Background: an optimization exercise with open tools, aiming at small area and a short achievable clock period. Do not read the settings as production practice. In this exercise RTL edits were held to simulation tests only and were not proved equivalent to the original. Power figures rest on the tool's default switching activity, not on a simulated workload.

## fft_mag_sq_frame
module fft_mag_sq_frame
#(
  parameter  int FFT_LEN = 64,
  localparam int IDX_W   = $clog2(FFT_LEN)
) (
  input  logic             aclk,
  input  logic             areset,
  input  logic [31:0]      slave_tdata,
  input  logic             slave_tvalid,
  output logic             slave_tready,
  output logic [31:0]      master_tdata,
  output logic             master_tvalid,
  input  logic             master_tready,
  output logic             master_tlast,
  output logic [IDX_W-1:0] peak_bin,
  output logic [31:0]      peak_mag,
  output logic             peak_valid
);
==> flow/config.mk <==
export PLATFORM = sky130hd
export DESIGN_NAME = fft_mag_sq_frame
export DESIGN_NICKNAME = fft_mag_sq_frame
export VERILOG_FILES = /design/flow/design.v
export SDC_FILE = /design/flow/constraint.sdc
export NUM_CORES = 4
export LEC_CHECK = 0
export ABC_CLOCK_PERIOD_IN_PS = 3300
export CAP_MARGIN = 20
export CORE_MARGIN = 2
export CORE_UTILIZATION = 40
export CTS_BUF_LIST = sky130_fd_sc_hd__clkbuf_8
export CTS_CLUSTER_DIAMETER = 50
export CTS_CLUSTER_SIZE = 16
export SETUP_SLACK_MARGIN = 3.85
export SLEW_MARGIN = 20
export SYNTH_HIERARCHICAL = 1
export SYNTH_MINIMUM_KEEP_SIZE = 0
export TNS_END_PERCENT = 5
==> flow/constraint.sdc <==
create_clock -name core_clock -period 7.0 [get_ports {aclk}]
set_input_delay 1.4000 -clock core_clock [delete_from_list [all_inputs] [get_ports {aclk}]]
set_output_delay 1.4000 -clock core_clock [all_outputs]
set_load 0.01 [all_outputs]
standard.sh (not shown) runs the stock make flow with config.mk's settings and CLKGATE_MAP_FILE= SYNTH_SCRIPT=/design/flow/synth_recipe.tcl, a recipe that flattens the netlist after the stock synthesis.
==> flow/flow/run.sh <==
#!/bin/bash
set -euo pipefail
bash standard.sh \
  "BUFFER_PORTS_ARGS=-buffer_cell sky130_fd_sc_hd__buf_1" \
  "CTS_ARGS=-sink_clustering_enable -repair_clock_nets -sink_clustering_size 16 -sink_clustering_max_diameter 50 -buf_list sky130_fd_sc_hd__clkbuf_8 -dont_use_dummy_load" \
  finish > standard.log 2>&1
The baseline finished with timing, DRC and antenna clean.
Rerun with:
Settings changed: ABC_CLOCK_PERIOD_IN_PS 3300 to 3000, CAP_MARGIN 20 to 5, CORE_UTILIZATION 40 to 55, SETUP_SLACK_MARGIN 3.85 to 3.75, SLEW_MARGIN 20 to 5.
Non-clock buffer count came out lower by 37.
Die area drops by about 27%.
Cell area goes down by 2.9%.
Rerun with:
Settings changed: CAP_MARGIN 5 to 20, CORE_UTILIZATION 55 to 40, SETUP_SLACK_MARGIN 3.75 to 3.65, SLEW_MARGIN 5 to 20.
Result: Utilization shrinks by 15 points. Hold slack is worse by 0.010 ns. Die area grows by about 37%. Total power grows by about 2.1%. Via count grows by about 2.1%. Maximum frequency shrinks by 1.2%. First-iteration DRC count shrinks by 0.94%. Clock-buffer cell count shrinks by 1. Combinational power grows by about 5%. Design area grows by about 1.7%. Routed wire length grows by 3.5%.

========
## raven
Another version of the RTL of fft_mag_sq_frame (not shown whole).
Size in the first run: roughly 1200 cells after synthesis, roughly 220 flip-flops, about 110 I/O pins, about 15000 sq um of cells after synthesis.
export LEC_CHECK = 0
export ABC_CLOCK_PERIOD_IN_PS = 3100
export CAP_MARGIN = 20
export CORE_MARGIN = 2
export CORE_UTILIZATION = 40
export CTS_BUF_LIST = sky130_fd_sc_hd__clkbuf_8
export CTS_CLUSTER_DIAMETER = 50
export CTS_CLUSTER_SIZE = 16
export SETUP_SLACK_MARGIN = 3.7
export SLEW_MARGIN = 20
export SYNTH_HIERARCHICAL = 1
export SYNTH_MINIMUM_KEEP_SIZE = 0
create_clock -name core_clock -period 7.0 [get_ports {aclk}]
==> flow/flow/run.sh <==
#!/bin/bash
set -euo pipefail
bash standard.sh "BUFFER_PORTS_ARGS=-buffer_cell sky130_fd_sc_hd__buf_1" finish > standard.log 2>&1
The inputs of quartz differ from those of raven as listed below.
- SETUP_SLACK_MARGIN now 3.5, was 3.7
- ABC_CLOCK_PERIOD_IN_PS now 3300, was 3100
==> comparison <==
quartz did not stop at any stage, and its layout met the timing, DRC and antenna checks.
raven: no failed stages, no open violations at the end
Relative to raven, delay contributed by the slowest stage of the critical path has gone up in quartz.
Routed wire length for quartz is lower than for raven.
What raven reported for clock-buffer cell count has to be multiplied by 0.931 to get the figure for quartz.
On fraction of standard cell area in multi-input logic, raven tracks quartz almost exactly.
Diff quartz and raven: first-pass GRT wire length higher in raven
Wire length on met2 (quartz vs. raven) decreases by a few percent
quartz and raven ended up with roughly the same clock buffer and inverter area fraction after layout.
Going from raven to quartz, combinational cell fraction of total power fell by 0.4 points; buffer share of cell area fell by 0.75 points; setup slack has decreased.
Edits applied to the flow inputs when going from quartz to zinc:
- SETUP_SLACK_MARGIN now 3.7, was 3.5
- ABC_CLOCK_PERIOD_IN_PS now 3100, was 3300
==> flow/flow/run.sh <==
#!/bin/bash
set -euo pipefail
bash standard.sh \
  "BUFFER_PORTS_ARGS=-buffer_cell sky130_fd_sc_hd__buf_1" \
  "CTS_ARGS=-sink_clustering_enable -repair_clock_nets -sink_clustering_size 16 -sink_clustering_max_diameter 50 -buf_list sky130_fd_sc_hd__clkbuf_8 -dont_use_dummy_load" \
  finish > standard.log 2>&1
### Flow results
- Compared with quartz, in zinc detailed placer's ending HPWL went down by 150 um, minimum period implied by the final worst setup slack went down by 79 ps, critical path data required time went down by 40 ps, worst slack at placement went down by 19 ps.
- Going from quartz to zinc, proportion of cell area occupied by multi-input gates saw an increase; die area stayed essentially flat; worst hold margin fell 8.2 ps; via count saw an increase.
- For the logic depth of the worst path, buffers included, zinc came in 4 higher than quartz did.
- quartz → zinc: data arrival time of the critical path shrank by 120 ps, synthesized cell count held steady.
Relative to zinc, the following input files were edited for ember:
- putting TNS_END_PERCENT at 5 where nothing was set
--- outcome ---
- Wire length of the first global-routing pass (ember vs. zinc) decreases slightly
- Compared with zinc, the router placed fewer vias in ember.
- Delta (ember minus zinc): ratio of total power to cell area increased 1.4%; total track usage essentially unchanged.
- Going from zinc to ember, number of clock-tree buffers in the layout rose by 2, clock skew rose by 40 ps, H-tree depth reported by CTS stayed essentially flat.
- From zinc to ember the numbers moved as follows: critical-path maximum fanout up 12, final worst slack decreased by 30 ps relative to the old numbers, post-layout utilization of the core lost 0.89 points.
- The post-CTS repair timing setup buffer count number comes out lower for ember vs zinc.

==> re-timing with driven ports <==
In the flow no input, the clock included, has a driving cell. The finished layouts below were timed again as built, in two steps. Step 1 (the two cells are an assumption about what drives the block):
set clk [get_ports {aclk}]
set_driving_cell -lib_cell sky130_fd_sc_hd__clkbuf_16 $clk
set_driving_cell -lib_cell sky130_fd_sc_hd__buf_2 [delete_from_list [all_inputs] $clk]
Step 2 also shifts input and output timing later by t, the mid clock arrival at the registers, as if the neighbouring blocks saw the same clock. a / b / c = no drivers / after step 1 / after step 2; a / b = the first two.
run	shift t [ns]	slack for setup (ns)	hold slack, ns	clock arrival spread, ns	worst slew at a driven data input, ns
the first run of note 1	0.595	3.724 / 3.709 / 3.412	0.472 / 0.472 / 0.472	0.065 / 0.065	0.05
the second run of note 1	0.611	3.727 / 3.702 / 3.582	0.462 / 0.462 / 0.462	0.070 / 0.071	0.04
the third run of note 1	0.593	3.689 / 3.625 / 3.363	0.452 / 0.452 / 0.452	0.100 / 0.100	0.06
raven	0.648	3.639 / 3.639 / 3.639	0.478 / 0.478 / 0.478	0.021 / 0.020	0.05
quartz	0.635	3.554 / 3.554 / 3.554	0.473 / 0.473 / 0.473	0.023 / 0.023	0.06
zinc	0.617	3.633 / 3.633 / 3.633	0.465 / 0.465 / 0.465	0.049 / 0.049	0.05
ember	0.599	3.603 / 3.603 / 3.603	0.453 / 0.453 / 0.453	0.089 / 0.090	0.05
After both steps setup and hold are still met in every run listed. For the third run of note 1, which loses most, drivers alone change the setup slack by -0.064 ns; drivers and shift together by -0.326 ns.
